Source: an optimization exercise on an open RTL-to-GDS flow (aim: small area, a short achievable clock period and few clock cycles per item). Production flows keep margins and buffers that such runs may drop.
Where RTL was checked, it was by simulation tests only, not by an equivalence proof against the original.
The RTL of runs 4 and 5 was laid out without a check of its function.

==> flow/design.v (outline; a module is shown in full before it is edited, if it fits) <==
// module spsob_div_cell: 17 lines
// module spsob_mul8x8: 175 lines
// module spsob_mul_idx: 536 lines
// module subtitle_pixel_src_over_blend_unit: 210 lines
module subtitle_pixel_src_over_blend_unit #(
  parameter int unsigned MaxCanvasDim = spsob_pkg::MaxCanvasDim
) (
  input  wire logic              clk_i,
  input  wire logic              rst_ni,
  input  wire logic              start,
  output logic                   busy,
  input  wire logic [103:0]      req_i,
  output logic                   done_o,
  output logic [56:0]            res_o,
  input  wire logic              cfg_valid_i,
  output logic                   cfg_ready_o,
  input  wire logic              cfg_index_i,
  input  wire logic [12:0]       cfg_data_i
);
  // ...
==> flow/flow/run.sh <==
#!/bin/bash
# Standard layout, with timing repair aimed below the clock period.
set -euo pipefail
bash standard.sh SETUP_SLACK_MARGIN=17 finish > make_finish.log 2>&1
==> flow/standard.sh <==
#!/bin/bash
# synth_recipe.tcl (not shown) runs the flow's synth.tcl, then flattens the netlist and writes it again
# the make line also repeats each setting of config.mk as NAME=value (left out here)
make -C /OpenROAD-flow-scripts/flow DESIGN_CONFIG=/design/flow/config.mk WORK_HOME=/design/flow/orfs CLKGATE_MAP_FILE= SYNTH_SCRIPT=/design/flow/synth_recipe.tcl "${@:-finish}"
==> flow/config.mk <==
export PLATFORM = sky130hd
export DESIGN_NAME = subtitle_pixel_src_over_blend_unit
export DESIGN_NICKNAME = subtitle_pixel_src_over_blend_unit
export VERILOG_FILES = /design/flow/design.v
export SDC_FILE = /design/flow/constraint.sdc
export NUM_CORES = 4
export LEC_CHECK = 0
export CAP_MARGIN = 20
export CORE_MARGIN = 2
export CORE_UTILIZATION = 40
export SLEW_MARGIN = 20
==> flow/constraint.sdc <==
create_clock -name core_clock -period 24.0 [get_ports {clk_i}]
set_input_delay 4.8000 -clock core_clock [delete_from_list [all_inputs] [get_ports {clk_i}]]
set_output_delay 4.8000 -clock core_clock [all_outputs]
set_load 0.01 [all_outputs]
==> impl_metrics.json, run 1 <==
{
  "status": "complete, no violations",
  "cts_made_buffers": 83,
  "crit_path_end_kind": "register",
  "worstPathRequired_ps": 24600,
  "nets": 6781,
  "top_layer": "met5",
  "synth-simple-area-share": 0.142,
  "crit_path_end": "e4_q[23]",
  "wl_per_cell_um": 15.4,
  "timing_hold_violations_final": 0,
  "synth_flop_cell": "dfxtp_1",
  "pre_cts_ws_ps": 15520,
  "num_tap_cells": 1742,
  "fin_cells": 7461,
  "postLayoutCellArea_um2": 60600,
  "synth_top_area_share": 0.278,
  "clock-sinks": 752,
  "hold_end": "s2_q[13]",
  "reg2reg_depth": 27,
  "nonClkBufAreaFrac": 0.0476,
  "largest_class": "multi-input gates",
  "maxSlewHeadroom": 0.291,
  "regMostFlops": "res7_q",
  "ant_nets": 0,
  "grtUsageMet2": 0.293,
  "wl_met2_um": 52900,
  "synth_top_family_by_area": "adder cells",
  "fin_skew_ps": 61.5,
  "drc": 0,
  "max_freq_mhz": 148,
  "cts_hold_buf": 0,
  "clk_path_buf_depth": 3,
  "layout_commonest_cell": "inv_1",
  "netlist_top_cells_count": "768 x inv_1, 719 x dfxtp_1, 563 x ha_1",
  "multi_input_area_share": 0.569,
  "yosys.area.top_type": "dfxtp_1"
}
Testbench counts, summed over its fixed seeds: cycles 12,056, items 12,000.
==> run 2, diff against run 1 <==
==> flow/flow/run.sh (replaced) <==
#!/bin/bash
# Standard layout flow with these changes:
#  - synthesis runs Yosys's synth with -noabc (the final ABC mapping still runs), so the
#    hand-built adder trees reach the full-adder extraction as written;
#  - port buffers are sky130_fd_sc_hd__buf_2 (every port is still buffered);
#  - clock tree built from clkbuf_4 / clkbuf_8;
#  - timing repair aims for SETUP_SLACK_MARGIN ns of setup slack.
set -euo pipefail
sed '1s/yosys synth -nofsm -noshare /yosys synth -nofsm -noshare -noabc /' synth_recipe.tcl > synth_noabc.tcl
grep -q -- '-noabc' synth_noabc.tcl
bash standard.sh SYNTH_SCRIPT="$PWD/synth_noabc.tcl" SETUP_SLACK_MARGIN=17 \
  "BUFFER_PORTS_ARGS=-buffer_cell sky130_fd_sc_hd__buf_2" \
  "CTS_BUF_LIST=sky130_fd_sc_hd__clkbuf_4 sky130_fd_sc_hd__clkbuf_8" \
  finish > make_finish.log 2>&1
==> run 2 against run 1 <==
Clock skew down 13 ps. Synthesized cell count shrank 7.1%. Worst hold slack better by 4.9 ps. Setup slack gained 1.4 ps. Die area shrank 1.7%. Sequential share of layout area up 1.1 points. Cell count is 5.7% lower. Global-route usage rose by 0.25 points.
==> impl_metrics.json, run 2 <==
{
  "ys_seq_area_frac": 0.299,
  "synth_nets": 6111,
  "clock-sinks": 752,
  "grt_pass1_wl_um": 187000,
  "grt_pass1_vias": 35900,
  "avgSynthCellArea_um2": 10.3,
  "drv_cap": 0,
  "fin_crit_ps": 6780,
  "drc": 0,
  "clock_latency_ps": 860,
  "die_w_um": 361,
  "post-dp-hpwl_um": 89700,
  "period_share": 0.282,
  "regMostFlops": "res7_q",
  "ant_nets": 0,
  "synth.most_common_cell": "dfxtp_1",
  "reg_top3": "res7_q x57, p4_q x48, r5_q x42",
  "postLayoutCellArea_um2": 57900,
  "synth_cells": 4946,
  "worstPathArrival_ps": 7490,
  "synth_top_area_share": 0.282,
  "fillers": 11900,
  "rrSetupSlack_ps": 17220,
  "hold_path_class": "register to register",
  "synthArstFlopShare": 0.0439,
  "status": "complete, no violations",
  "setup_viol": 0,
  "nets": 6440,
  "path_clk_slew_ps": 60,
  "dr_total_vias": 34900,
  "synth_edf_count": 0,
  "start_util": 0.404,
  "gp_congestion": 0.841,
  "layout_commonest_cell": "dfxtp_1",
  "drt_iter0_markers": 1386,
  "worstSetupStartpointType": "register",
  "netlist_top_cells_count": "719 x dfxtp_1, 595 x ha_1, 448 x fa_1",
  "tns_ps": 0,
  "slew_violations": 0,
  "cpMostUsedCell": "fa_1",
  "coreArea_um2": 126000,
  "cts_tree": "done",
  "antenna_found_initial": 16,
  "worst_pin_slew_ps": 1100,
  "ioPinCount": 182,
  "hold_ws_ps": 312,
  "synthTopCellsByArea": "dfxtp_1 28%, fa_1 18%, ha_1 15%, and2_1 5.4%, nor2b_1 4.2%",
  "grt_max_degree": 34,
  "rsz0062_at_grt": "true",
  "fin_skew_ps": 48.4,
  "cp_slowest_cell": "fa_1",
  "max_freq_mhz": 148,
  "die-area_um2": 130000,
  "layout-drive-gt1-share": 0.136,
  "yosys_warnings": 38,
  "rows": 130,
  "wl_per_cell_um": 16.2,
  "root_buffer": "clkbuf_8",
  "slowest_delay_ps": 560,
  "multi_input_area_um2": 34900,
  "synth_flop_cell": "dfxtp_1",
  "dp_cells": 6710,
  "die_y_um": 361,
  "portBuffers": 179,
  "regArea_um2": 15300,
  "critPathKind": "register to register",
  "yosys.area.top_type": "dfxtp_1",
  "area_growth_pct": 13.7,
  "placed_cell_area_um2": 53700,
  "synth-seq-cells": 752,
  "worstPathRequired_ps": 24720,
  "timing_hold_violations_final": 0,
  "crit_fanout": 11,
  "crit_path_end_kind": "register",
  "layout_common_cells": "696 x dfxtp_1, 591 x ha_1, 446 x fa_1, 440 x and2_1, 341 x nor2b_1",
  "first_pass_iters": 5,
  "path_cells": "and2_1 > fa_1 > fa_1 > fa_1 > fa_1 > ha_4 > o21ai_1 > nand2_1 > o221ai_1 > o21a_1 > xnor2_2 > ha_1 > o21ai_0 > o21ai_1 > a21o_1 > a221o_1 > a211o_1 > or4_4 > o41ai_4 > buf_6 > buf_12 > a221o_1 > a211oi_1",
  "maxSlewHeadroom": 0.248,
  "synthesis.area_um2": 51000,
  "finalWirelength_um": 114000,
  "grt_usage": 0.177,
  "synth_cell_types": 77,
  "viasPerCell": 4.96,
  "htreeDepth": 4,
  "fin_cells": 7036,
  "cts_hold_buf": 0,
  "grt_overflow": 0,
  "cts_made_buffers": 135,
  "largest_register_ffs": 57,
  "clk_path_buf_depth": 3
}
[run 2: changes by cell type after synthesis, sizes merged, moves of 35 or more]
cell,change
mux2,-38
nand2b,-35
nor2b,+98
o21a,+35
inv,-499
and2,+111
nand2,-190
[run 2: final timing paths]
check | start | end | cells after the start
min reg2reg | m4_q[17] | m5_q[17] | 0
max | it1_q[7] | idx2_q[22] | 23
min in group asynchronous | rst_ni | hgt_q[8] | 1
max reg2reg | it1_q[7] | idx2_q[22] | 23
max in group asynchronous | rst_ni | vld_q[4] | 1
min | m4_q[17] | m5_q[17] | 0
[run 2: timing repair]
action | 4_1_cts | 5_1_grt
resized for setup | 46 | 120
endpoints found under the setup margin | 90 | 135
pin swaps | 9 | 50
endpoints found under the hold margin | 0 | 0
gates cloned | 1 | 2
buffers inserted | 26 | 49
[run 2: stage by stage]
stage	utilization	setup WS [ps]
after global placement	0.426	15970
final	0.460	17220
after global routing	0.460	16920
after detailed placement	0.426	15820
after CTS	0.453	17010
after floorplan	-	17080
[run 2: cell families (layout without fill, tap and decap cells)]
| logic type | count (synthesis) | after routing | share of synthesized area |
|---|---|---|---|
| DFF | 752 | 752 | 0.299 |
| xor gates and xnor gates | 328 | 328 | 0.0564 |
| and+or+nand+nor | 1465 | 1466 | 0.159 |
| buffers and inverters | 350 | 785 | 0.0261 |
| muxes | 130 | 130 | 0.0273 |
| adders and majority gates | 1043 | 1043 | 0.322 |
| other | 2 | 6 | 0.000147 |
| AOI/OAI and AO/OA | 876 | 876 | 0.110 |
[run 2: final cells by class]
| cell class | count | area share |
|---|---|---|
| multi-input combinational | 3845 | 0.603 |
| sequential | 752 | 0.263 |
| clock buffer | 198 | 0.0435 |
| tap | 1650 | 0.0356 |
| timing repair buffer | 268 | 0.0276 |
| inverter | 273 | 0.0183 |
| clock inverter | 46 | 0.00894 |
| antenna | 4 | 0.000173 |
[run 2: worst max-delay path, delay by kind of cell (launching register included)]
kind                     cells  cell delay [ps]
AO/OA/AOI/OAI               11             2250
XOR/XNOR                     1              370
adder cells (fa/ha/maj)      6             2680
buffers and inverters        2              320
flip-flops                   1              350
AND/OR/NAND/NOR              3              670
[run 2: routing by layer]
layer,up-vias,routed length (um),global-route usage
met1,16700,54900,0.238
met2,564,51100,0.286
met4,20,2430,0.0490
li1,17400,-,-
met5,-,111,0
met3,171,5310,0.0393
==> run 3, diff against run 2 <==
==> flow/flow/run.sh (replaced) <==
#!/bin/bash
# Standard layout flow with two changes:
#  - synthesis runs Yosys's synth with -noabc (the final ABC mapping still runs), so the
#    hand-built adder trees reach the full-adder extraction as written;
#  - timing repair aims for SETUP_SLACK_MARGIN ns of setup slack.
set -euo pipefail
sed '1s/yosys synth -nofsm -noshare /yosys synth -nofsm -noshare -noabc /' synth_recipe.tcl > synth_noabc.tcl
grep -q -- '-noabc' synth_noabc.tcl
bash standard.sh SYNTH_SCRIPT="$PWD/synth_noabc.tcl" SETUP_SLACK_MARGIN=17 finish > make_finish.log 2>&1
==> run 3 against run 2 <==
Utilization increased by 0.62 points. Die area did not move. Critical endpoint unchanged. Still clean. Critical path type unchanged. First-iteration DRC count fell by 0.22%. Register-to-register slack got worse by 30 ps. Final area is 1.3% higher. Clock skew rose by 6.3 ps. Cell count fell by 1.4%. Via count shrank 0.91%.
==> impl_metrics.json, run 3 <==
{
  "drc": 0,
  "layout_commonest_cell": "dfxtp_1",
  "synth-seq-cells": 752,
  "tns_ps": 0,
  "dr_total_vias": 34600,
  "fin_crit_ps": 6810,
  "path_buf_inv": 2,
  "rsz0062_at_grt": "false",
  "drt_iter0_markers": 1383,
  "fin_skew_ps": 54.7,
  "post-dp-hpwl_um": 90100,
  "max_freq_mhz": 147,
  "crit_fanout": 8,
  "clock_latency_ps": 720,
  "die-area_um2": 130000,
  "worstPathRequired_ps": 24580,
  "grt_pass1_wl_um": 187000,
  "first_pass_iters": 7,
  "wl_per_cell_um": 16.5,
  "coreArea_um2": 126000,
  "synth_cells": 4946,
  "clk_path_buf_depth": 3,
  "drv_cap": 0,
  "die_y_um": 361,
  "synthesis.area_um2": 51000,
  "avgSynthCellArea_um2": 10.3,
  "nets": 6383,
  "cts_made_buffers": 84,
  "period_share": 0.284,
  "grt_pass1_vias": 35500,
  "slew_violations": 0,
  "setup_viol": 0,
  "cp_slowest_cell": "fa_2",
  "start_util": 0.404,
  "yosys.area.top_type": "dfxtp_1",
  "hold_path_class": "register to register",
  "ioPinCount": 182,
  "netlist_top_cells_count": "719 x dfxtp_1, 595 x ha_1, 448 x fa_1",
  "layout_common_cells": "697 x dfxtp_1, 591 x ha_1, 446 x fa_1, 439 x and2_1, 341 x nor2b_1",
  "finalWirelength_um": 115000,
  "htreeDepth": 3,
  "status": "complete, no violations",
  "worst_path_dominant_cell_family": "adder cells",
  "clock-sinks": 752,
  "synth_nets": 6111,
  "synth_cell_types": 77,
  "cts_tree": "done",
  "grt_max_degree": 34,
  "ant_nets": 0,
  "die_w_um": 361,
  "gp_congestion": 0.846,
  "yosys_warnings": 38,
  "synthArstFlopShare": 0.0439,
  "regMostFlops": "res7_q",
  "ys_seq_area_frac": 0.299,
  "grt_usage": 0.177,
  "synth_flop_cell": "dfxtp_1",
  "rows": 130,
  "worstSetupStartpointType": "register",
  "largest_register_ffs": 57,
  "path_cells": "and2_1 > fa_1 > fa_1 > fa_2 > fa_1 > ha_4 > o21ai_1 > nand2_1 > o221ai_1 > o21a_1 > xnor2_2 > ha_1 > o21ai_0 > o21ai_1 > a21o_1 > a221o_1 > a211o_1 > or4_4 > o41ai_4 > buf_12 > buf_12 > a221o_1 > a211oi_1",
  "root_buffer": "clkbuf_16",
  "worstPathArrival_ps": 7390,
  "portBuffers": 179,
  "grt_overflow": 0,
  "slowest_delay_ps": 590,
  "cpMostUsedCell": "fa_1",
  "reg_top3": "res7_q x57, p4_q x48, r5_q x42",
  "synth_top_area_share": 0.282,
  "synthTopCellsByArea": "dfxtp_1 28%, fa_1 18%, ha_1 15%, and2_1 5.4%, nor2b_1 4.2%",
  "viasPerCell": 4.99,
  "area_growth_pct": 15.2,
  "maxSlewHeadroom": 0.295,
  "timing_hold_violations_final": 0,
  "crit_path_end_kind": "register",
  "antenna_found_initial": 10,
  "critPathKind": "register to register",
  "path_clk_slew_ps": 70,
  "worst_pin_slew_ps": 1030,
  "layout-drive-gt1-share": 0.0829,
  "synth_edf_count": 0,
  "synth.most_common_cell": "dfxtp_1"
}
-- run 3: path summary, 6_finish.rpt --
check / slack [ps] / to / depth (start not counted) / startpoint
worst max register to register: 17190 / idx2_q[22] / 23 / cov1_q[2]
worst min-delay path: 280 / idx3_q[14] / 0 / idx2_q[14]
max in group asynchronous: 19210 / vld_q[6] / 2 / rst_ni
worst min register to register: 280 / idx3_q[14] / 0 / idx2_q[14]
worst max-delay path: 17190 / idx2_q[22] / 23 / cov1_q[2]
min in group asynchronous: 4490 / hgt_q[9] / 2 / rst_ni
-- run 3: area by class of cell --
cell class              instances  area (um2)
repair buffers                261        2470
clock buffers                 108        2370
clock inverters                46         599
multi-input cells            3845       34900
diodes                          1        2.50
inverters                     273        1050
well taps                    1650        2060
repair inverters                1        5.00
fillers                     11700       67300
flip-flops and latches        752       15300
-- run 3: logic make-up (layout without fill, tap and decap cells) --
family	after synthesis	after routing	share of synthesized area
adders and majority gates	1043	1043	0.322
xor gates and xnor gates	328	328	0.0564
DFF	752	752	0.299
other	2	3	0.000147
AOI/OAI and AO/OA	876	877	0.110
and+or+nand+nor	1465	1465	0.159
buffers and inverters	350	689	0.0261
muxes	130	130	0.0273
-- run 3: timing repair --
item                                    CTS  global route
gates cloned                              1             2
endpoints found under the setup margin   91           132
hold buffers                              0             0
resized for setup                        60            96
pin swaps                                20            21
hold endpoints to repair                  0             0
setup buffers                            21            43
-- run 3: per-stage QoR --
step                hold WS, ps   util  setup WS (ps)  instance area, um2  instances
finish                      285  0.466          17190               58700       6937
global route                290  0.466          16940               58700       6936
CTS                         280  0.460          17000               58000       6891
detailed placement          312  0.434          15870               54700       6715
global placement            310  0.434          16070               54700       6715
floorplan                   310      -          17080               51000       4946
-- run 3: metal layers --
layer  track usage  wire length [um]
met1         0.241             55400
met2         0.290             51800
met3        0.0327              4830
met4        0.0455              2410
met5             0                67
==> module spsob_div_cell, before the edit <==
module spsob_div_cell #(
  parameter int unsigned Bit = 0
) (
  input  wire logic [15:0] r_i,
  input  wire logic [7:0]  d_i,
  output logic [15:0]      r_o,
  output logic             q_o
);
  logic [9:0] diff;
  assign diff = {1'b0, r_i[Bit+8:Bit]} - {2'b00, d_i};
  assign q_o  = !diff[9];
  always_comb begin
    r_o = r_i;
    r_o[Bit+8] = 1'b0;
    if (q_o) r_o[Bit+7:Bit] = diff[7:0];
  end
endmodule
==> module subtitle_pixel_src_over_blend_unit, before the edit <==
module subtitle_pixel_src_over_blend_unit #(
  parameter int unsigned MaxCanvasDim = spsob_pkg::MaxCanvasDim
) (
  input  wire logic              clk_i,
  input  wire logic              rst_ni,
  input  wire logic              start,
  output logic                   busy,
  input  wire logic [103:0]      req_i,
  output logic                   done_o,
  output logic [56:0]            res_o,
  input  wire logic              cfg_valid_i,
  output logic                   cfg_ready_o,
  input  wire logic              cfg_index_i,
  input  wire logic [12:0]       cfg_data_i
);
  localparam int unsigned NStg = 7;
  logic [15:0] pos_x, pos_y;
  logic [7:0]  cov, src_t, dst_a;
  logic [23:0] src_c, dst_c;
  assign pos_x = req_i[103:88];
  assign pos_y = req_i[87:72];
  assign cov   = req_i[71:64];
  assign src_c = req_i[63:40];
  assign src_t = req_i[39:32];
  assign dst_a = req_i[31:24];
  assign dst_c = req_i[23:0];
  assign busy        = 1'b0;
  assign cfg_ready_o = 1'b1;
  logic [12:0] wid_q, hgt_q, cfg_clamped;
  assign cfg_clamped = (cfg_data_i > 13'(MaxCanvasDim)) ? 13'(MaxCanvasDim) : cfg_data_i;
  always_ff @(posedge clk_i or negedge rst_ni) begin
    if (!rst_ni) begin
      wid_q <= '0;
      hgt_q <= '0;
    end else if (cfg_valid_i) begin
      if (cfg_index_i == spsob_pkg::CfgIdxWidth) wid_q <= cfg_clamped;
      else                                      hgt_q <= cfg_clamped;
    end
  end
  logic [NStg-1:0] vld_q;
  always_ff @(posedge clk_i or negedge rst_ni) begin
    if (!rst_ni) vld_q <= '0;
    else         vld_q <= {vld_q[NStg-2:0], start};
  end
  assign done_o = vld_q[NStg-1];
  logic        on1_q;
  logic [11:0] px1_q, py1_q;
  logic [12:0] w1_q;
  logic [7:0]  cov1_q, it1_q, da1_q;
  logic [23:0] s1_q, d1_q;
  logic        on1_d;
  assign on1_d = (pos_x[15:12] == 4'd0) && (pos_y[15:12] == 4'd0) &&
                 ({1'b0, pos_x[11:0]} < wid_q) && ({1'b0, pos_y[11:0]} < hgt_q) &&
                 (cov != 8'd0);
  always_ff @(posedge clk_i) begin
    on1_q  <= on1_d;
    px1_q  <= pos_x[11:0];
    py1_q  <= pos_y[11:0];
    w1_q   <= wid_q;
    cov1_q <= cov;
    it1_q  <= ~src_t;
    da1_q  <= dst_a;
    s1_q   <= src_c;
    d1_q   <= dst_c;
  end
  logic [15:0] cf1;
  logic [8:0]  cs1;
  logic [7:0]  fa1;
  logic        we1;
  logic [23:0] idx1;
  spsob_mul8x8 u_cf (.a(cov1_q), .b(it1_q), .p(cf1));
  assign cs1 = {1'b0, cf1[7:0]} + {1'b0, cf1[15:8]};
  assign fa1 = cf1[15:8] + {7'd0, (cs1 >= 9'd255)};
  assign we1 = on1_q && ((cf1[15:8] != 8'd0) || (cs1 >= 9'd255));
  spsob_mul_idx u_idx (.a(py1_q), .b(w1_q), .c(px1_q), .p(idx1));
  logic [7:0]  fa2_q, da2_q;
  logic        we2_q;
  logic [23:0] idx2_q, s2_q, d2_q;
  always_ff @(posedge clk_i) begin
    fa2_q  <= we1 ? fa1 : 8'd0;
    we2_q  <= we1;
    idx2_q <= we1 ? idx1 : 24'd0;
    da2_q  <= da1_q;
    s2_q   <= s1_q;
    d2_q   <= d1_q;
  end
  logic [15:0] x2;
  logic [7:0]  xq2, xr2;
  logic [8:0]  xs2;
  logic [7:0]  ia2;
  logic        xc2;
  assign ia2 = ~fa2_q;
  spsob_mul8x8 u_x (.a(da2_q), .b(ia2), .p(x2));
  assign xs2 = {1'b0, x2[7:0]} + {1'b0, x2[15:8]};
  assign xc2 = (xs2 >= 9'd255);
  assign xq2 = x2[15:8] + {7'd0, xc2};
  assign xr2 = xs2[7:0] + {7'd0, xc2};
  logic [7:0]  fa3_q, xq3_q, xr3_q;
  logic        we3_q;
  logic [23:0] idx3_q, m3_q, df3_q, d3_q;
  logic [2:0]  ge3_q;
  always_ff @(posedge clk_i) begin
    fa3_q  <= fa2_q;
    xq3_q  <= xq2;
    xr3_q  <= xr2;
    we3_q  <= we2_q;
    idx3_q <= idx2_q;
    d3_q   <= d2_q;
    for (int l = 0; l < 3; l++) begin
      logic [7:0] s, d;
      logic       ge;
      s  = s2_q[8*l +: 8];
      d  = d2_q[8*l +: 8];
      ge = (s >= d) || !we2_q;
      ge3_q[l]        <= ge;
      m3_q[8*l +: 8]  <= ge ? d : s;
      df3_q[8*l +: 8] <= ge ? s - d : d - s;
    end
  end
  logic [7:0]  w3  [3];
  logic [15:0] p3  [3];
  logic [15:0] v3  [3];
  logic [8:0]  vs3 [3];
  logic [7:0]  e3  [3];
  for (genvar l = 0; l < 3; l++) begin : g_s4
    assign w3[l] = ge3_q[l] ? fa3_q : xq3_q;
    spsob_mul8x8 u_p (.a(w3[l]), .b(df3_q[8*l +: 8]), .p(p3[l]));
    spsob_mul8x8 u_v (.a(d3_q[8*l +: 8]), .b(xr3_q), .p(v3[l]));
    assign vs3[l] = {1'b0, v3[l][7:0]} + {1'b0, v3[l][15:8]};
    assign e3[l]  = v3[l][15:8] + {7'd0, (vs3[l] >= 9'd255)};
  end
  logic [7:0]  oa4_q;
  logic        we4_q;
  logic [23:0] idx4_q, m4_q, e4_q;
  logic [47:0] p4_q;
  always_ff @(posedge clk_i) begin
    oa4_q  <= fa3_q + xq3_q;
    we4_q  <= we3_q;
    idx4_q <= idx3_q;
    m4_q   <= m3_q;
    for (int l = 0; l < 3; l++) begin
      p4_q[16*l +: 16] <= p3[l];
      e4_q[8*l +: 8]   <= e3[l];
    end
  end
  logic [15:0] t4   [3];
  logic [15:0] r4_7 [3];
  logic [15:0] r4_6 [3];
  logic [1:0]  q4   [3];
  for (genvar l = 0; l < 3; l++) begin : g_s5
    assign t4[l] = p4_q[16*l +: 16] + {8'd0, e4_q[8*l +: 8]};
    spsob_div_cell #(.Bit(7)) u_b7 (.r_i(t4[l]),   .d_i(oa4_q), .r_o(r4_7[l]), .q_o(q4[l][1]));
    spsob_div_cell #(.Bit(6)) u_b6 (.r_i(r4_7[l]), .d_i(oa4_q), .r_o(r4_6[l]), .q_o(q4[l][0]));
  end
  logic [7:0]  oa5_q;
  logic        we5_q;
  logic [23:0] idx5_q, m5_q;
  logic [13:0] r5_q [3];
  logic [1:0]  q5_q [3];
  always_ff @(posedge clk_i) begin
    oa5_q  <= oa4_q;
    we5_q  <= we4_q;
    idx5_q <= idx4_q;
    m5_q   <= m4_q;
    for (int l = 0; l < 3; l++) begin
      r5_q[l] <= r4_6[l][13:0];
      q5_q[l] <= q4[l];
    end
  end
  logic [15:0] r5_5 [3];
  logic [15:0] r5_4 [3];
  logic [15:0] r5_3 [3];
  logic [2:0]  q5   [3];
  for (genvar l = 0; l < 3; l++) begin : g_s6
    spsob_div_cell #(.Bit(5)) u_b5 (.r_i({2'b00, r5_q[l]}), .d_i(oa5_q), .r_o(r5_5[l]), .q_o(q5[l][2]));
    spsob_div_cell #(.Bit(4)) u_b4 (.r_i(r5_5[l]), .d_i(oa5_q), .r_o(r5_4[l]), .q_o(q5[l][1]));
    spsob_div_cell #(.Bit(3)) u_b3 (.r_i(r5_4[l]), .d_i(oa5_q), .r_o(r5_3[l]), .q_o(q5[l][0]));
  end
  logic [7:0]  oa6_q;
  logic        we6_q;
  logic [23:0] idx6_q, m6_q;
  logic [10:0] r6_q [3];
  logic [4:0]  q6_q [3];
  always_ff @(posedge clk_i) begin
    oa6_q  <= oa5_q;
    we6_q  <= we5_q;
    idx6_q <= idx5_q;
    m6_q   <= m5_q;
    for (int l = 0; l < 3; l++) begin
      r6_q[l] <= r5_3[l][10:0];
      q6_q[l] <= {q5_q[l], q5[l]};
    end
  end
  logic [15:0] r6_2 [3];
  logic [15:0] r6_1 [3];
  logic [15:0] r6_0 [3];
  logic [2:0]  q6   [3];
  logic [23:0] ch6;
  for (genvar l = 0; l < 3; l++) begin : g_s7
    spsob_div_cell #(.Bit(2)) u_b2 (.r_i({5'd0, r6_q[l]}), .d_i(oa6_q), .r_o(r6_2[l]), .q_o(q6[l][2]));
    spsob_div_cell #(.Bit(1)) u_b1 (.r_i(r6_2[l]), .d_i(oa6_q), .r_o(r6_1[l]), .q_o(q6[l][1]));
    spsob_div_cell #(.Bit(0)) u_b0 (.r_i(r6_1[l]), .d_i(oa6_q), .r_o(r6_0[l]), .q_o(q6[l][0]));
    assign ch6[8*l +: 8] = m6_q[8*l +: 8] + ({q6_q[l], q6[l]} & {8{we6_q}});
  end
  logic [56:0] res7_q;
  always_ff @(posedge clk_i) begin
    res7_q <= {we6_q, idx6_q, oa6_q, ch6};
  end
  assign res_o = res7_q;
endmodule
==> run 4, diff against run 3 <==
--- a/flow/design.v
+++ b/flow/design.v
@@ -18,3 +18,3 @@
   input  wire logic [15:0] r_i,
-  input  wire logic [7:0]  d_i,
+  input  wire logic [7:0]  dn_i,    
   output logic [15:0]      r_o,
@@ -23,3 +23,3 @@
   logic [9:0] diff;
-  assign diff = {1'b0, r_i[Bit+8:Bit]} - {2'b00, d_i};
+  assign diff = {1'b0, r_i[Bit+8:Bit]} + {2'b11, dn_i} + 10'd1;
   assign q_o  = !diff[9];
@@ -875,3 +875,3 @@
   end
-  logic [7:0]  oa4_q;
+  logic [7:0]  oan4_q;
   logic        we4_q;
@@ -880,3 +880,3 @@
   always_ff @(posedge clk_i) begin
-    oa4_q  <= fa3_q + xq3_q;
+    oan4_q <= ~(fa3_q + xq3_q);
     we4_q  <= we3_q;
@@ -895,6 +895,6 @@
     assign t4[l] = p4_q[16*l +: 16] + {8'd0, e4_q[8*l +: 8]};
-    spsob_div_cell #(.Bit(7)) u_b7 (.r_i(t4[l]),   .d_i(oa4_q), .r_o(r4_7[l]), .q_o(q4[l][1]));
-    spsob_div_cell #(.Bit(6)) u_b6 (.r_i(r4_7[l]), .d_i(oa4_q), .r_o(r4_6[l]), .q_o(q4[l][0]));
+    spsob_div_cell #(.Bit(7)) u_b7 (.r_i(t4[l]),   .dn_i(oan4_q), .r_o(r4_7[l]), .q_o(q4[l][1]));
+    spsob_div_cell #(.Bit(6)) u_b6 (.r_i(r4_7[l]), .dn_i(oan4_q), .r_o(r4_6[l]), .q_o(q4[l][0]));
   end
-  logic [7:0]  oa5_q;
+  logic [7:0]  oan5_q;
   logic        we5_q;
@@ -904,3 +904,3 @@
   always_ff @(posedge clk_i) begin
-    oa5_q  <= oa4_q;
+    oan5_q <= oan4_q;
     we5_q  <= we4_q;
@@ -918,7 +918,7 @@
   for (genvar l = 0; l < 3; l++) begin : g_s6
-    spsob_div_cell #(.Bit(5)) u_b5 (.r_i({2'b00, r5_q[l]}), .d_i(oa5_q), .r_o(r5_5[l]), .q_o(q5[l][2]));
-    spsob_div_cell #(.Bit(4)) u_b4 (.r_i(r5_5[l]), .d_i(oa5_q), .r_o(r5_4[l]), .q_o(q5[l][1]));
-    spsob_div_cell #(.Bit(3)) u_b3 (.r_i(r5_4[l]), .d_i(oa5_q), .r_o(r5_3[l]), .q_o(q5[l][0]));
+    spsob_div_cell #(.Bit(5)) u_b5 (.r_i({2'b00, r5_q[l]}), .dn_i(oan5_q), .r_o(r5_5[l]), .q_o(q5[l][2]));
+    spsob_div_cell #(.Bit(4)) u_b4 (.r_i(r5_5[l]), .dn_i(oan5_q), .r_o(r5_4[l]), .q_o(q5[l][1]));
+    spsob_div_cell #(.Bit(3)) u_b3 (.r_i(r5_4[l]), .dn_i(oan5_q), .r_o(r5_3[l]), .q_o(q5[l][0]));
   end
-  logic [7:0]  oa6_q;
+  logic [7:0]  oan6_q;
   logic        we6_q;
@@ -928,3 +928,3 @@
   always_ff @(posedge clk_i) begin
-    oa6_q  <= oa5_q;
+    oan6_q <= oan5_q;
     we6_q  <= we5_q;
@@ -943,5 +943,5 @@
   for (genvar l = 0; l < 3; l++) begin : g_s7
-    spsob_div_cell #(.Bit(2)) u_b2 (.r_i({5'd0, r6_q[l]}), .d_i(oa6_q), .r_o(r6_2[l]), .q_o(q6[l][2]));
-    spsob_div_cell #(.Bit(1)) u_b1 (.r_i(r6_2[l]), .d_i(oa6_q), .r_o(r6_1[l]), .q_o(q6[l][1]));
-    spsob_div_cell #(.Bit(0)) u_b0 (.r_i(r6_1[l]), .d_i(oa6_q), .r_o(r6_0[l]), .q_o(q6[l][0]));
+    spsob_div_cell #(.Bit(2)) u_b2 (.r_i({5'd0, r6_q[l]}), .dn_i(oan6_q), .r_o(r6_2[l]), .q_o(q6[l][2]));
+    spsob_div_cell #(.Bit(1)) u_b1 (.r_i(r6_2[l]), .dn_i(oan6_q), .r_o(r6_1[l]), .q_o(q6[l][1]));
+    spsob_div_cell #(.Bit(0)) u_b0 (.r_i(r6_1[l]), .dn_i(oan6_q), .r_o(r6_0[l]), .q_o(q6[l][0]));
     assign ch6[8*l +: 8] = m6_q[8*l +: 8] + ({q6_q[l], q6[l]} & {8{we6_q}});
@@ -950,3 +950,3 @@
   always_ff @(posedge clk_i) begin
-    res7_q <= {we6_q, idx6_q, oa6_q, ch6};
+    res7_q <= {we6_q, idx6_q, ~oan6_q, ch6};
   end
==> flow/flow/run.sh (replaced) <==
#!/bin/bash
# Standard layout flow with these changes:
#  - synthesis runs Yosys's synth with -noabc (the final ABC mapping still runs), so the
#    hand-built adder trees reach the full-adder extraction as written;
#  - port buffers are sky130_fd_sc_hd__buf_2 (every port is still buffered);
#  - larger clock-tree sink clusters;
#  - timing repair aims for SETUP_SLACK_MARGIN ns of setup slack.
set -euo pipefail
sed '1s/yosys synth -nofsm -noshare /yosys synth -nofsm -noshare -noabc /' synth_recipe.tcl > synth_noabc.tcl
grep -q -- '-noabc' synth_noabc.tcl
bash standard.sh SYNTH_SCRIPT="$PWD/synth_noabc.tcl" SETUP_SLACK_MARGIN=17 \
  "BUFFER_PORTS_ARGS=-buffer_cell sky130_fd_sc_hd__buf_2" \
  CTS_CLUSTER_SIZE=30 CTS_CLUSTER_DIAMETER=150 \
  finish > make_finish.log 2>&1
==> run 4 against run 3 <==
Final area shrank 6.7%. Die area shrank 0.96%. Fmax is 0.49% higher. Highest routed layer unchanged. Critical path depth shrank 2. Cell count is 3.7% lower. Count of clock-buffer cells in the layout fell by 71. Clock skew is 19 ps lower. Setup slack improved by 33 ps.
==> impl_metrics.json, run 4 <==
{
  "cts_tree": "done",
  "postLayoutCellArea_um2": 54800,
  "cts_hold_buf": 0,
  "hold_end": "d2_q[7]",
  "synthArstFlopShare": 0.0439,
  "placed_cell_area_um2": 53300,
  "reg2reg_depth": 21,
  "fin_cells": 6681,
  "synthTopCellsByArea": "dfxtp_1 29%, fa_1 18%, ha_1 14%, and2_1 5.4%, xnor2_1 4.1%",
  "avgSynthCellArea_um2": 10.4,
  "route.met3.wl_um": 3510,
  "coreArea_um2": 125000,
  "worstPathArrival_ps": 7350,
  "htreeDepth": 1,
  "die_w_um": 359,
  "first_pass_iters": 5,
  "wl_met2_um": 48700,
  "grt_pass1_wl_um": 176000,
  "synth_nets": 5981,
  "antenna_found_initial": 11,
  "tns_ps": 0,
  "rsz0062_at_grt": "true",
  "post-dp-hpwl_um": 86600,
  "finalWirelength_um": 108000,
  "cts_made_buffers": 30,
  "yosys.area.top_type": "dfxtp_1",
  "worstPathRequired_ps": 24570,
  "min_path_cells": 0,
  "largest_register_ffs": 57,
  "synth_cells": 4833,
  "synth.most_common_cell": "dfxtp_1",
  "critPathKind": "register to register",
  "synth_top_area_share": 0.285,
  "worstSetupStartpointType": "register",
  "top_layer": "met5",
  "worst_path_dominant_cell_family": "adder cells",
  "fin_skew_ps": 36.1,
  "grt_pass1_vias": 33800,
  "drt_iter0_markers": 1404,
  "reg2reg_from": "cov1_q[2]",
  "wirelength_met1_um": 53300,
  "max_freq_mhz": 148,
  "grt_max_degree": 34,
  "timing_hold_violations_final": 0,
  "ioPinCount": 182,
  "rr_endpoint": "idx2_q[20]",
  "portBuffers": 179,
  "fin_crit_ps": 6770,
  "slowest_delay_ps": 570,
  "dp_cells": 6604,
  "setup_viol": 0,
  "slew_violations": 0,
  "dr_total_vias": 33100,
  "layout_commonest_cell": "dfxtp_1",
  "nets": 6165,
  "viasPerCell": 4.95,
  "grt_usage": 0.165,
  "period_share": 0.282,
  "path_clk_slew_ps": 110,
  "maxSlewHeadroom": 0.241,
  "path_cells": "and2_1 > fa_1 > fa_1 > fa_1 > fa_1 > ha_1 > or3_4 > o31a_1 > xor2_1 > ha_1 > fa_1 > a21o_1 > a21oi_1 > o21bai_1 > a21o_1 > a21o_1 > a221o_1 > or4_4 > o41ai_4 > buf_12 > nor3b_1",
  "wl_per_cell_um": 16.1,
  "grt_overflow": 0,
  "layout_common_cells": "697 x dfxtp_1, 576 x ha_1, 448 x fa_1, 438 x and2_1, 321 x nor2b_1",
  "synth-seq-cells": 752,
  "crit_fanout": 31,
  "clock-sinks": 752,
  "die_y_um": 359,
  "drc": 0,
  "status": "complete, no violations",
  "die-area_um2": 129000,
  "hold_path_class": "register to register",
  "min_from": "d1_q[7]",
  "rows": 130,
  "synth_cell_types": 80,
  "area_growth_pct": 8.57,
  "netlist_top_cells_count": "719 x dfxtp_1, 578 x ha_1, 448 x fa_1",
  "layout-drive-gt1-share": 0.0949,
  "ant_nets": 0,
  "cp_slowest_cell": "fa_1",
  "hold_ws_ps": 299,
  "synth_edf_count": 0,
  "path_buf_inv": 1,
  "rrSetupSlack_ps": 17230,
  "ys_seq_area_frac": 0.301,
  "worst_pin_slew_ps": 1110,
  "clk_path_buf_depth": 3,
  "cpMostUsedCell": "fa_1",
  "gp_congestion": 0.841,
  "root_buffer": "clkbuf_16",
  "synth_flop_cell": "dfxtp_1",
  "synthesis.area_um2": 50500,
  "yosys_warnings": 38,
  "reg_top3": "res7_q x57, p4_q x48, r5_q x42",
  "crit_path_end_kind": "register",
  "start_util": 0.403,
  "drv_cap": 0,
  "regMostFlops": "res7_q",
  "clock_latency_ps": 670
}
==> run 4: how the worst max path moves through the flow <==
stage	startpoint	end	slack (ps)	cells past startpoint
after floorplan	oan5_q[1]	r6_q[2][10]	17070	30
after global placement	oan6_q[1]	res7_q[6]	16670	36
after detailed placement	oan6_q[1]	res7_q[14]	16510	36
after CTS	oan6_q[1]	res7_q[14]	16930	35
after global routing	oan6_q[1]	res7_q[14]	16760	35
final	cov1_q[2]	idx2_q[20]	17230	21
==> run 4: cell families (layout without fill, tap and decap cells) <==
| family | count (synthesis) | count (layout) | synth area share |
|---|---|---|---|
| AND/OR/NAND/NOR | 1365 | 1365 | 0.150 |
| flip-flops | 752 | 752 | 0.301 |
| adder cells (fa/ha/maj) | 1026 | 1026 | 0.321 |
| XOR/XNOR | 343 | 343 | 0.0595 |
| multiplexers | 176 | 176 | 0.0374 |
| AO/OA/AOI/OAI | 833 | 833 | 0.105 |
| buffers and inverters | 336 | 531 | 0.0256 |
| other | 2 | 5 | 0.000149 |
==> run 4: per-stage QoR <==
stage / setup slack [ps] / util
floorplan: 17070 / -
global placement: 16670 / 0.425
detailed placement: 16510 / 0.425
CTS: 16930 / 0.433
global route: 16760 / 0.437
finish: 17230 / 0.437
==> run 4: area by class of cell <==
cell class	instances	area, um2
Antenna cell	3	7.51
Clock buffer	37	807
Clock inverter	6	92.6
Fill cell	11900	70600
Inverter	259	980
Multi-Input combinational cell	3745	34300
Sequential cell	752	15200
Tap cell	1650	2060
Timing Repair Buffer	229	1320
==> run 4: per-layer routing <==
metal,vias to the layer above,GRT usage
met3,102,0.0166
met2,432,0.275
met5,-,0
met4,12,0.0341
li1,16600,-
met1,15900,0.234
==> run 4: what timing repair did <==
item / in CTS / in global routing
pin swaps: 1 / 19
endpoints found under the setup margin: 57 / 130
resized for setup: 20 / 92
setup buffers: 1 / 29
==> run 5, diff against run 4 <==
--- a/flow/flow/run.sh
+++ b/flow/flow/run.sh
@@ -12,3 +12,3 @@
   "BUFFER_PORTS_ARGS=-buffer_cell sky130_fd_sc_hd__buf_2" \
-  CTS_CLUSTER_SIZE=30 CTS_CLUSTER_DIAMETER=150 \
+  CTS_CLUSTER_SIZE=30 CTS_CLUSTER_DIAMETER=150 CORE_UTILIZATION=60 \
   finish > make_finish.log 2>&1
==> run 5 against run 4 <==
Clock skew is 0.56 ps higher. Still clean. Die area is 33% lower. Largest cell class unchanged. Cell count is 8.5% lower. Setup slack better by 15 ps.
==> impl_metrics.json, run 5 <==
{
  "root_buffer": "clkbuf_16",
  "synth_cells": 4833,
  "die-area_um2": 86500,
  "ant_nets": 0,
  "antenna_cells": 0,
  "placed_cell_area_um2": 52600,
  "synthArstFlopShare": 0.0439,
  "largest_register_ffs": 57,
  "dp_cells": 6034,
  "synthTopCellsByArea": "dfxtp_1 29%, fa_1 18%, ha_1 14%, and2_1 5.4%, xnor2_1 4.1%",
  "fin_skew_ps": 36.6,
  "cts_tree": "done",
  "layout_commonest_cell": "dfxtp_1",
  "setup_viol": 0,
  "regMostFlops": "res7_q",
  "drc": 0,
  "rr_endpoint": "idx2_q[16]",
  "postLayoutCellArea_um2": 54000,
  "grt_usage": 0.249,
  "worstPathRequired_ps": 24540,
  "drt_iter0_markers": 1044,
  "fin_crit_ps": 6760,
  "portBuffers": 179,
  "htreeDepth": 1,
  "wl_per_cell_um": 17.3,
  "nets": 6173,
  "period_share": 0.282,
  "synth-seq-cells": 752,
  "worst_pin_slew_ps": 1030,
  "coreArea_um2": 83400,
  "synth_cell_types": 80,
  "post-dp-hpwl_um": 84900,
  "drv_cap": 0,
  "netlist_top_cells_count": "719 x dfxtp_1, 578 x ha_1, 448 x fa_1",
  "max_freq_mhz": 148,
  "clock_latency_ps": 650,
  "status": "complete, no violations",
  "synth.most_common_cell": "dfxtp_1",
  "clk_path_buf_depth": 3,
  "tns_ps": 0,
  "first_pass_iters": 7,
  "slew_violations": 0,
  "hold_path_class": "register to register",
  "maxSlewHeadroom": 0.292,
  "worstSetupStartpointType": "register",
  "synth_top_area_share": 0.285,
  "timing_hold_violations_final": 0,
  "fin_cells": 6110,
  "die_w_um": 294,
  "viasPerCell": 5.42,
  "crit_path_end_kind": "register",
  "reg2reg_depth": 23,
  "start_util": 0.605,
  "grt_overflow": 0,
  "yosys.area.top_type": "dfxtp_1",
  "startpoint": "cov1_q[2]",
  "antenna_found_initial": 8,
  "crit_path_end": "idx2_q[16]",
  "critPathKind": "register to register",
  "synthesis.area_um2": 50500,
  "reg_top3": "res7_q x57, p4_q x48, r5_q x42",
  "clock-sinks": 752,
  "avgSynthCellArea_um2": 10.4,
  "grt_pass1_wl_um": 174000,
  "finalWirelength_um": 106000,
  "layout-drive-gt1-share": 0.0940,
  "cts_hold_buf": 0,
  "yosys_warnings": 38,
  "synth_flop_cell": "dfxtp_1",
  "path_clk_slew_ps": 110,
  "crit_fanout": 15,
  "area_growth_pct": 7.06,
  "layout_common_cells": "694 x dfxtp_1, 577 x ha_1, 447 x fa_1, 438 x and2_1, 321 x nor2b_1",
  "synth_nets": 5981,
  "rsz0062_at_grt": "true",
  "ys_seq_area_frac": 0.301,
  "ioPinCount": 182,
  "grt_pass1_vias": 34200,
  "worstPathArrival_ps": 7300,
  "cts_made_buffers": 29,
  "grt_max_degree": 34,
  "synth_edf_count": 0,
  "die_y_um": 294,
  "rrSetupSlack_ps": 17240,
  "reg2reg_from": "cov1_q[2]",
  "rows": 106,
  "gp_congestion": 0.863,
  "dr_total_vias": 33100
}
-- run 5: cell counts after synthesis --
No cell type changed its count.
-- run 5: kinds of logic after synthesis --
logic type,share of synthesized area
buffers and inverters,0.0256
xor gates and xnor gates,0.0595
adders and majority gates,0.321
AOI/OAI and AO/OA,0.105
DFF,0.301
other,0.000149
muxes,0.0374
and+or+nand+nor,0.150
-- run 5: routing by layer --
layer | GRT usage | wire length [um]
met3 | 0.0333 | 3930
met5 | 0 | 91
met1 | 0.315 | 47000
met2 | 0.442 | 51100
met4 | 0.0765 | 3540
-- run 5: cell type report --
class	count	area [um2]
clock buffers	32	737
inverters	259	980
well taps	1080	1350
fillers	6854	29400
multi-input cells	3745	34200
repair buffers	238	1400
clock inverters	4	73.8
flip-flops and latches	752	15300
-- run 5: through the flow --
step           utilization  worst slack [ps]  hold WS, ps
2_1_floorplan            -             17070          310
5_1_grt              0.648             16920          323
3_5_place_dp         0.630             16270          312
4_1_cts              0.641             17010          309
3_3_place_gp         0.630             16330          310
6_report             0.648             17240          321
-- run 5: worst min path at each step --
stage,start,to,slack [ps],depth (start not counted)
6_report,idx6_q[4],res7_q[36],320,0
5_1_grt,idx6_q[4],res7_q[36],320,0
4_1_cts,idx6_q[4],res7_q[36],310,0
3_5_place_dp,da1_q[4],da2_q[4],310,0
3_3_place_gp,idx2_q[1],idx3_q[1],310,0
2_1_floorplan,d1_q[0],d2_q[0],310,0
-- run 5: critical path, stage by stage (launching register included) --
cell	delay, ps
dfxtp_2	360
and2_1	180
fa_1	570
fa_1	440
fa_1	510
fa_1	490
ha_1	230
or3_4	410
o21a_1	180
o31a_1	140
xor2_1	200
ha_2	210
fa_2	360
a21o_1	200
a21oi_2	170
o21bai_1	80
a21o_1	170
a21o_1	170
a221o_1	320
or4_4	500
o41ai_4	360
buf_6	180
clkbuf_16	190
nor2_1	60
-- run 5: timing repair --
action / 4_1_cts / 5_1_grt
pin swaps: 0 / 22
cloned: 0 / 1
buffers inserted: 4 / 34
endpoints found under the setup margin: 54 / 125
resized for setup: 22 / 93

## afterwards: timing with drivers on the ports
How much do the figures lean on ideal ports? The routed layouts below were timed once more, with nothing changed but the port constraints. Step 1 (the two cells are an assumption about what drives the block):
set clk [get_ports {clk_i}]
set_driving_cell -lib_cell sky130_fd_sc_hd__clkbuf_16 $clk
set_driving_cell -lib_cell sky130_fd_sc_hd__buf_2 [delete_from_list [all_inputs] $clk]
Step 2 adds t to the input delays and takes it off the output delays; t is the mean of the earliest and latest rising clock arrival at the registers after step 1. Input paths then give back, and output paths get back, about the clock's delay inside the block. Slacks: ideal ports / drivers / drivers and shift; pairs: ideal ports / drivers.
| run | shift t [ns] | slack for setup (ns) | worst setup path after step 2 |
|---|---|---|---|
| run 1 | 0.753 | 17.221 / 17.221 / 16.681 | input to register |
| run 2 | 0.911 | 17.222 / 17.222 / 16.786 | input to register |
| run 3 | 0.768 | 17.193 / 17.193 / 16.861 | input to register |
| run 4 | 0.742 | 17.226 / 17.226 / 17.218 | input to register |
| run 5 | 0.704 | 17.241 / 17.241 / 17.225 | input to register |
After both steps setup and hold are still met in every run listed. The setup slack of run 1, which loses most, moves by 0.000 ns with the drivers and by -0.540 ns with both steps.
